Source: an optimization exercise on an open RTL-to-GDS flow (aim: small area, a short achievable clock period and few clock cycles per item). Production flows keep margins and buffers that such runs may drop.
The RTL was checked by simulation tests, not by an equivalence proof against the original design.
Power and IR drop assume default switching activity.

## flow/design.v (module list and top-level ports; edited modules follow where they fit)
// module srgbxyz_fa: 11 lines
// module srgbxyz_ha: 10 lines
// module srgb_to_xyz_pixel_converter: 1178 lines
module srgb_to_xyz_pixel_converter
(
    input  logic   clk,
    input  logic   rst_n,
    input  logic   pix_valid,
    output logic   pix_stall,
    input  srgbxyz_pkg::pixel_t pix,
    output logic   xyz_valid,
    input  logic   xyz_stall,
    output srgbxyz_pkg::xyz_t   xyz
);
  // ...
==> flow/run.sh <==
#!/bin/bash
# synth_recipe.tcl (not shown) runs the flow's synth.tcl, then flattens the netlist and writes it again
# the make line also repeats each setting of config.mk as NAME=value (left out here)
make -C /OpenROAD-flow-scripts/flow DESIGN_CONFIG=/design/flow/config.mk WORK_HOME=/design/flow/orfs CLKGATE_MAP_FILE= SYNTH_SCRIPT=/design/flow/synth_recipe.tcl finish
==> flow/config.mk <==
export PLATFORM = sky130hd
export DESIGN_NAME = srgb_to_xyz_pixel_converter
export DESIGN_NICKNAME = srgb_to_xyz_pixel_converter
export VERILOG_FILES = /design/flow/design.v
export SDC_FILE = /design/flow/constraint.sdc
export NUM_CORES = 4
export LEC_CHECK = 0
export CAP_MARGIN = 20
export CORE_MARGIN = 2
export CORE_UTILIZATION = 40
export SETUP_SLACK_MARGIN = 4.8
export SLEW_MARGIN = 20
export SYNTH_HIERARCHICAL = 1
export TNS_END_PERCENT = 100
==> flow/constraint.sdc <==
create_clock -name core_clock -period 9.0 [get_ports {clk}]
set_input_delay 1.8000 -clock core_clock [delete_from_list [all_inputs] [get_ports {clk}]]
set_output_delay 1.8000 -clock core_clock [all_outputs]
set_load 0.01 [all_outputs]
==> results by group, run 1 <==
Floorplanning
  • Tapcell Cnt: 1380
  • I/O pin total: 75

GRT
  • Overflow after GRT: 0
  • First-pass GRT wire length: about 230000 µm
  • GRT met3 Usage: 0.07441

CTS
  • CTS clock-pin slew for the worst setup and hold paths: 0.05 ns
  • TritonCTS Buffers: 40
  • Root Driver: clkbuf_16
  • Cts hold-fix bufs: 0
  • CTS tree: yes

Synth
  • Post-synthesis mux area share: 0.008145
  • XOR/XNOR Fraction of Synth Area: 0.007813
  • Sequential share of the synthesized area: 0.2233
  • Synth top cells by count: fa_1 (788), edfxtp_1 (306), nor2_1 (282)
  • Post-Synth Adder-Cell Area: 0.4527
  • EDFF count, synth: 306

Route
  • Post-Route WL: ~150000 µm
  • Drt first pass iters: 10
  • Met3 WL post-DR: 16500 µm
  • Routed vias: 33460

Power
  • Cell area power density: 478.5 mW/mm²
  • Clk power: 1.53 mW
  • Largest Pwr Group: combinational logic
  • Sw Ratio: 0.4447
  • Internal power: about 12 mW
  • Sw Pwr: 9.817 mW
  • IR drop worst, VDD: 378.5 µV
  • Power share of the combinational group: 0.738

Placed design
  • Cell Area, Placed: ~0.044 mm²

Final layout
  • Multi-input combinational cell area: 0.03095 mm²
  • Seq area share: 0.2008
  • P&R area growth vs syn: 11.21%
  • Seq_cells: 309
  • Final instance area: 0.04613 mm²
  • Most common cell after layout, fill and taps aside: fa_1

Worst setup path
  • Reg2reg end: ca0_q[19]
  • Setup slack, reg-to-reg: 4.89 ns
  • CP Buf/Inv Count: 3
  • Critical R2R Launch: lr[12]
  • Critical Path Max Stage Delay: 0.51 ns
  • Crit Path Class: in -> reg

Outcome
  • Status: no timing/DRC/antenna violations

Worst hold path
  • Worst Hold End: v2

STA
  • Fin worst setup slack: 4.737 ns
Testbench counts, summed over its fixed seeds: cycles 32,024, items 32,000.
==> inputs of run 2 (changes only) <==
--- a/flow/design.v
+++ b/flow/design.v
@@ -3032,17 +3032,17 @@
     input  logic   rst_n,
     input  logic   pix_valid,
     output logic   pix_stall,
     input  srgbxyz_pkg::pixel_t pix,
     output logic   xyz_valid,
     input  logic   xyz_stall,
     output srgbxyz_pkg::xyz_t   xyz
 );
-    logic        v0, v1, v2;
+    logic        v0, v1;
     logic        adv;
     logic [15:0] lr, lg, lb;
     logic [15:0] lin_r, lin_g, lin_b;
     logic [36:0] ca0, ca0_q;
     logic [35:0] cb0, cb0_q;
     logic [36:0] y0;
     logic r0_t0, r0_t1, r0_t2, r0_t3, r0_t4, r0_t5, r0_t6, r0_t7, r0_t8, r0_t9, r0_t10, r0_t11;
     logic r0_t12, r0_t13, r0_t14, r0_t15, r0_t16, r0_t17, r0_t18, r0_t19, r0_t20, r0_t21, r0_t22, r0_t23;
@@ -3196,17 +3196,16 @@
     logic r2_t444, r2_t445, r2_t446, r2_t447, r2_t448, r2_t449, r2_t450, r2_t451, r2_t452, r2_t453, r2_t454, r2_t455;
     logic r2_t456, r2_t457, r2_t458, r2_t459, r2_t460, r2_t461, r2_t462, r2_t463, r2_t464, r2_t465, r2_t466, r2_t467;
     logic r2_t468, r2_t469, r2_t470, r2_t471, r2_t472, r2_t473, r2_t474, r2_t475, r2_t476, r2_t477, r2_t478, r2_t479;
     logic r2_t480, r2_t481, r2_t482, r2_t483, r2_t484, r2_t485, r2_t486, r2_t487, r2_t488, r2_t489, r2_t490, r2_t491;
     logic r2_t492, r2_t493, r2_t494, r2_t495, r2_t496, r2_t497, r2_t498, r2_t499, r2_t500, r2_t501, r2_t502, r2_t503;
     logic r2_t504, r2_t505, r2_t506, r2_t507, r2_t508, r2_t509, r2_t510, r2_t511, r2_t512, r2_t513, r2_t514, r2_t515;
     logic r2_t516, r2_t517, r2_t518, r2_t519, r2_t520, r2_t521, r2_t522, r2_t523, r2_t524, r2_t525, r2_t526, r2_t527;
     logic r2_t528, r2_t529, r2_t530, r2_t531, r2_t532, r2_t533, r2_t534, r2_t535, r2_t536, r2_t537, r2_t538, r2_t539;
-    srgbxyz_pkg::xyz_t xyz_reg;
     srgbxyz_ha u_r0_t0 (.a(lg[7]), .b(lg[6]), .s(r0_t0), .co(r0_t1));
     srgbxyz_fa u_r0_t2 (.a(lg[8]), .b(lg[7]), .c(lg[5]), .s(r0_t2), .co(r0_t3));
     srgbxyz_fa u_r0_t4 (.a(lg[9]), .b(lg[8]), .c(lg[6]), .s(r0_t4), .co(r0_t5));
     srgbxyz_fa u_r0_t6 (.a(lr[0]), .b(lg[10]), .c(lg[9]), .s(r0_t6), .co(r0_t7));
     srgbxyz_fa u_r0_t8 (.a(lg[7]), .b(lg[5]), .c(lb[12]), .s(r0_t8), .co(r0_t9));
     srgbxyz_ha u_r0_t10 (.a(lb[10]), .b(lb[9]), .s(r0_t10), .co(r0_t11));
     srgbxyz_fa u_r0_t12 (.a(lr[1]), .b(lg[11]), .c(lg[10]), .s(r0_t12), .co(r0_t13));
     srgbxyz_fa u_r0_t14 (.a(lg[8]), .b(lg[6]), .c(lb[13]), .s(r0_t14), .co(r0_t15));
@@ -4163,44 +4162,41 @@
                 + {1'b1, cb0_q[35], cb0_q[34], cb0_q[33], cb0_q[32], cb0_q[31], cb0_q[30], cb0_q[29], cb0_q[28], cb0_q[27], cb0_q[26], cb0_q[25], cb0_q[24], cb0_q[23], cb0_q[22], cb0_q[21], cb0_q[20], cb0_q[19], cb0_q[18], cb0_q[17], cb0_q[16], cb0_q[15], cb0_q[14], cb0_q[13], cb0_q[12], cb0_q[11], cb0_q[10], cb0_q[9], cb0_q[8], cb0_q[7], cb0_q[6], cb0_q[5], cb0_q[4], cb0_q[3], cb0_q[2], cb0_q[1], cb0_q[0]};
     assign y1 = {ca1_q[36], ca1_q[35], ca1_q[34], ca1_q[33], ca1_q[32], ca1_q[31], ca1_q[30], ca1_q[29], ca1_q[28], ca1_q[27], ca1_q[26], ca1_q[25], ca1_q[24], ca1_q[23], ca1_q[22], ca1_q[21], ca1_q[20], ca1_q[19], ca1_q[18], ca1_q[17], ca1_q[16], ca1_q[15], ca1_q[14], ca1_q[13], ca1_q[12], ca1_q[11], ca1_q[10], ca1_q[9], ca1_q[8], ca1_q[7], ca1_q[6], ca1_q[5], ca1_q[4], ca1_q[3], ca1_q[2], ca1_q[1], ca1_q[0]}
                 + {1'b1, cb1_q[35], cb1_q[34], cb1_q[33], cb1_q[32], cb1_q[31], cb1_q[30], cb1_q[29], cb1_q[28], cb1_q[27], cb1_q[26], cb1_q[25], cb1_q[24], cb1_q[23], cb1_q[22], cb1_q[21], cb1_q[20], cb1_q[19], cb1_q[18], cb1_q[17], cb1_q[16], cb1_q[15], cb1_q[14], cb1_q[13], cb1_q[12], cb1_q[11], cb1_q[10], cb1_q[9], cb1_q[8], cb1_q[7], cb1_q[6], cb1_q[5], cb1_q[4], cb1_q[3], cb1_q[2], cb1_q[1], cb1_q[0]};
     assign y2 = {ca2_q[36], ca2_q[35], ca2_q[34], ca2_q[33], ca2_q[32], ca2_q[31], ca2_q[30], ca2_q[29], ca2_q[28], ca2_q[27], ca2_q[26], ca2_q[25], ca2_q[24], ca2_q[23], ca2_q[22], ca2_q[21], ca2_q[20], ca2_q[19], ca2_q[18], ca2_q[17], ca2_q[16], ca2_q[15], ca2_q[14], ca2_q[13], ca2_q[12], ca2_q[11], ca2_q[10], ca2_q[9], ca2_q[8], ca2_q[7], ca2_q[6], ca2_q[5], ca2_q[4], ca2_q[3], ca2_q[2], ca2_q[1], ca2_q[0]}
                 + {1'b1, cb2_q[33], cb2_q[32], cb2_q[31], cb2_q[30], cb2_q[29], cb2_q[28], cb2_q[27], cb2_q[26], cb2_q[25], cb2_q[24], cb2_q[23], cb2_q[22], cb2_q[21], cb2_q[20], cb2_q[19], cb2_q[18], cb2_q[17], cb2_q[16], cb2_q[15], cb2_q[14], cb2_q[13], cb2_q[12], cb2_q[11], cb2_q[10], cb2_q[9], cb2_q[8], cb2_q[7], cb2_q[6], cb2_q[5], cb2_q[4], cb2_q[3], cb2_q[2], cb2_q[1], cb2_q[0], 1'b0, 1'b0};
     assign lin_r     = srgbxyz_pkg::lin_net(pix.red);
     assign lin_g     = srgbxyz_pkg::lin_net(pix.green);
     assign lin_b     = srgbxyz_pkg::lin_net(pix.blue);
-    assign adv       = !(v2 && xyz_stall);
+    assign adv       = !(v1 && xyz_stall);
     assign pix_stall = !adv;
     always_ff @(posedge clk or negedge rst_n)
     begin
         if (!rst_n)
         begin
             v0 <= 1'b0;
             v1 <= 1'b0;
-            v2 <= 1'b0;
         end
         else if (adv)
         begin
             v0 <= pix_valid;
             v1 <= v0;
-            v2 <= v1;
         end
     end
     always_ff @(posedge clk)
     begin
         if (adv)
         begin
             lr      <= lin_r;
             lg      <= lin_g;
             lb      <= lin_b;
             ca0_q   <= ca0;
             cb0_q   <= cb0;
             ca1_q   <= ca1;
             cb1_q   <= cb1;
             ca2_q   <= ca2;
             cb2_q   <= cb2;
-            xyz_reg <= {y0[36:22], y1[36:22], y2[36:22]};
         end
     end
-    assign xyz_valid = v2;
-    assign xyz       = xyz_reg;
+    assign xyz_valid = v1;
+    assign xyz       = {y0[36:22], y1[36:22], y2[36:22]};
 endmodule
==> run 2 against run 1 <==
Effect of this change:
- clock power fell by 16%
- synthesized cell count rose by 0.90%
- highest routed layer unchanged
- final area rose by 2.6%
- clock-buffer cell count fell by 8
- utilization rose by 2.4 points
- total power fell by 2.0%
- sequential share of layout area fell by 3.4 points
- wire length rose by 3.9%
- first-iteration DRC count fell by 1.3%
==> results by group, run 2 <==
STA
  • Relative slew slack: 0.3265 (was 0.2985)
  • Max Slew Vio Count: 0 (unchanged)
  • Crit path time final: 5.225 ns (was 4.263 ns)
  • Top achievable clock speed: 191.4 MHz (was 234.6 MHz)
  • Skew final: 0.03735 ns (was 0.03926 ns)
  • Final period utilization: 0.5806 (was 0.4737)
  • Final setup viols: 0 (unchanged)
  • Total negative slack: 0 ns (unchanged)
  • Fin worst setup slack: 3.775 ns (was 4.737 ns)
  • Worst slew pin tran: 0.9848 ns (was 1.047 ns)
  • Final Hold Fails: 0 (unchanged)
  • RSZ-0062 raised after global routing: yes (unchanged)

Power
  • Total power: 21.64 mW (was 22.07 mW)
  • Clock Power Share: 0.059 (was 0.069)
  • IR drop worst, VDD: 330.4 µV (was 378.5 µV)
  • Seq pwr share: 0.157 (was 0.193)
  • Leakage Power: 17.61 nW (was 17.44 nW)
  • Sw Ratio: 0.4655 (was 0.4447)
  • Sw Pwr: 10.07 mW (was 9.817 mW)
  • Internal power: 11.57 mW (was 12.26 mW)
  • Power share of the combinational group: 0.783 (was 0.738)
  • Cell area power density: 457.2 mW/mm² (was 478.5 mW/mm²)

Synth
  • Post-synth top area share: 0.3883 (was 0.3803)
  • YS warnings: 7 (unchanged)
  • Count leader, synth: fa_1 (unchanged)
  • Synth top cells by count: fa_1 (788), a21oi_1 (273), edfxtp_1 (261) (was fa_1 (788), edfxtp_1 (306), nor2_1 (282))
  • Dominant cell type by area after synthesis: fa_1 (unchanged)
  • Area contributors post-synth: fa_1 (39%), edfxtp_1 (19%), ha_1 (7.4%) (was fa_1 (38%), edfxtp_1 (22%), ha_1 (7.2%))
  • Cells after Synth: 3815 (was 3781)
  • Ys flop type: edfxtp_1 (unchanged)
  • EDFF count, synth: 261 (was 306)
  • Yosys reg bits: 263 (was 309)
  • Sequential share of the synthesized area: 0.1941 (was 0.2233)
  • Cell area after synthesis: 0.04063 mm² (was 0.04148 mm²)
  • Yosys cell types: 89 (was 94)
  • Async SR Flop Fraction: 0.007605 (was 0.009709)
  • Syn avg cell area: 10.65 µm² (was 10.97 µm²)
  • Syn Nets: 4871 (was 4837)

CTS
  • Max H-tree Level: 2 (unchanged)
  • TritonCTS Buffers: 34 (was 40)
  • CTS Buffer Depth: 3 (unchanged)
  • Cts hold-fix bufs: 0 (unchanged)
  • Root Driver: clkbuf_16 (unchanged)
  • Clock Latency Late Sink: 0.57 ns (was 0.59 ns)
  • CTS tree: yes (unchanged)
  • CTS Sinks: 263 (was 309)
  • CTS clock-pin slew for the worst setup and hold paths: 0.07 ns (was 0.05 ns)

Floorplanning
  • Initial Util: 0.4045 (was 0.4019)
  • Die X: 322.7 µm (was 326.0 µm)
  • Core footprint: 0.1004 mm² (was 0.1032 mm²)
  • Die Area: 0.1041 mm² (was 0.1063 mm²)
  • FP Rows: 116 (was 118)
  • Die extent in y: 322.7 µm (was 326.0 µm)
  • I/O pin total: 75 (unchanged)

GRT
  • Initial antenna violation count: 1 (was 2)
  • Largest net degree at the start of global routing: 110 (was 152)
  • Number of global-route vias before repair: 35524 (was 34835)
  • First-pass GRT wire length: 231400 µm (was 225800 µm)
  • Tot GR Track Use: 0.2992 (was 0.2829)
  • Overflow after GRT: 0 (unchanged)

Run
  • Max Cap Viol: 0 (unchanged)

Final layout
  • Commonest cells after routing, fill and taps aside: fa_1 (788), edfxtp_1 (261), a21oi_1 (259) (was fa_1 (788), edfxtp_1 (306), nor2_1 (268))
  • Antenna cell count: 0 (was 1)
  • Multi-input combinational cell area: 0.03328 mm² (was 0.03095 mm²)
  • Final instance area: 0.04732 mm² (was 0.04613 mm²)
  • Nets: 4955 (was 4863)
  • Share of post-route cells with drive strength above 1: 0.1628 (was 0.09330)
  • FF/Latch Area: 0.007888 mm² (was 0.009264 mm²)
  • P&R area growth vs syn: 16.47% (was 11.21%)
  • Most common cell after layout, fill and taps aside: fa_1 (unchanged)
  • Fillers: 9345 (was 9652)
  • Post-layout util: 0.4712 (was 0.4470)

Placed design
  • Dpl ws: 3.460 ns (was 3.319 ns)
  • PortBufs: 74 (unchanged)
  • Cell Area, Placed: 0.04282 mm² (was 0.04373 mm²)
  • Post-DP HPWL: 106400 µm (was 102700 µm)
  • RePlAce Congestion: 1.002 (was 1.044)

Worst setup path
  • R2R depth: 7 (was 8)
  • Critical Path End Type: primary output (was flip-flop)
  • WP data required: 7.20 ns (was 9.29 ns)
  • Arr. time, crit path: 3.43 ns (was 4.55 ns)
  • Critical path launch point type: flip-flop (was input pin)
  • Crit Path Class: reg -> out (was in -> reg)
  • Max FO, Critical Path: 4 (was 27)

Route
  • Detail Route Antenna Nets: 0 (unchanged)
  • Iter 0 DRT Violations: 4646 (was 4705)
  • Drt drc: 0 (unchanged)
  • Routed vias: 34091 (was 33460)
  • Post-Route WL: 155900 µm (was 150000 µm)
  • Routed vias/inst: 6.455 (was 6.412)
  • WL/cell: 29.51 µm (was 28.75 µm)
  • Drt first pass iters: 6 (was 10)

Outcome
  • Status: no timing/DRC/antenna violations (unchanged)

Worst hold path
  • HP Class: reg -> reg (unchanged)
  • Worst hold path depth: 1 (unchanged)
[run 2: cell types whose count changed after synthesis, moves of 13 or more]
cell      delta
edfxtp_1    -45
buf_2       -32
nor2_1      -28
o21ai_0     +28
clkbuf_1    +26
o311ai_0    +22
nor2b_1     +16
o21ai_1     -16
nor3_1      -15
buf_1       +14
nand3_1     +13
[run 2: worst paths after layout]
path | from | endpoint | slack, ns
setup / recovery | cb0_q[6] | xyz[39] | 3.77
hold / removal | v0 | v1 | 0.46
setup reg to reg | lg[8] | ca2_q[19] | 4.92
hold reg to reg | v0 | v1 | 0.46
max in group asynchronous | rst_n | v0 | 7.47
min in group asynchronous | rst_n | v1 | 1.41
[run 2: layer usage]
metal / wire [µm] / global-route usage / vias up / share of wire
li1: - / - / 13985 / -
met1: 60140 / 0.3976 / 17282 / 0.39
met2: 71130 / 0.4713 / 2310 / 0.46
met3: 16640 / 0.07189 / 512 / 0.11
met4: 7945 / 0.1213 / 2 / 0.051
met5: 7 / 0 / - / 0.000045
[run 2: power groups by stage]
| stage | Sequential, mW | Combinational (mW) | Clock, mW |
|---|---|---|---|
| floorplan | 3.43 | 9.49 | 0 |
| global placement | 3.30 | 14.8 | 0 |
| detailed placement | 3.31 | 15.1 | 0 |
| CTS | 3.40 | 16.3 | 1.31 |
| global route | 3.46 | 18.9 | 1.36 |
| finish | 3.41 | 17.0 | 1.28 |
[run 2: stage by stage]
step	cells	hold slack, ns
2_1_floorplan	3815	0.4305
3_3_place_gp	5100	0.4381
3_5_place_dp	5100	0.4516
4_1_cts	5239	0.4657
5_1_grt	5281	0.4868
6_report	5281	0.4588
[run 2: repair_timing]
item,4_1_cts,5_1_grt
pin swaps,114,105
resized for setup,523,150
gates cloned,7,4
endpoints found under the setup margin,167,79
buffers inserted,71,38
[run 2: kinds of logic after synthesis]
group	count (synthesis)	share of synthesized area
XOR/XNOR	36	0.007760
multiplexers	18	0.006344
flip-flops	263	0.1941
buffers and inverters	454	0.04302
AND/OR/NAND/NOR	878	0.1005
AO/OA/AOI/OAI	1138	0.1861
adder cells (fa/ha/maj)	1028	0.4622
[run 2: worst max-delay path: stages (launching register included)]
cell	delay (ns)
edfxtp_1	0.43
ha_4	0.28
and2_4	0.15
a2111o_1	0.33
a311oi_4	0.28
buf_6	0.19
o311ai_4	0.10
a221oi_2	0.35
buf_4	0.21
o31ai_4	0.07
xor2_2	0.28
buf_2	0.19
[run 2: final cells by class]
type,count,area share
inverter,212,0.01777
timing repair buffer,288,0.05473
sequential,263,0.1667
clock buffer,39,0.01838
tap,1357,0.03588
multi-input combinational,3100,0.7032
clock inverter,22,0.003384
[run 2: Yosys stat by module, one instance, submodules excluded]
module	flip-flops and latches	times used	cells
srgb_to_xyz_pixel_converter	263	1	2974
srgbxyz_fa	0	785	1
srgbxyz_ha	0	56	1
Testbench counts of run 2, summed over its fixed seeds: cycles 32,016, items 32,000.

## afterwards: timing with drivers on the ports
How much do the figures lean on ideal ports? The routed layouts below were timed once more, with nothing changed but the port constraints.
Step 1, drivers: a clkbuf_16 drives clk and a buf_2 each remaining input, both assumed.
Step 2 also shifts input and output timing later by t, the mid clock arrival at the registers, as if the neighbouring blocks saw the same clock.
Slacks: no drivers / after step 1 / after step 2; pairs: no drivers / after step 1.
run | shift t [ns] | slack for setup (ns) | worst setup path at the end | latest minus earliest clock arrival (ns) | worst register clock-pin slew, ns
run 1 | 0.635 | 4.737 / 4.778 / 4.143 | input to register | 0.040 / 0.039 | 0.07 / 0.07
run 2 | 0.617 | 3.775 / 3.706 / 4.286 | input to register | 0.037 / 0.037 | 0.07 / 0.07
After both steps setup and hold are still met in every run listed. For run 1, which loses most, drivers alone change the setup slack by +0.041 ns; drivers and shift together by -0.594 ns.
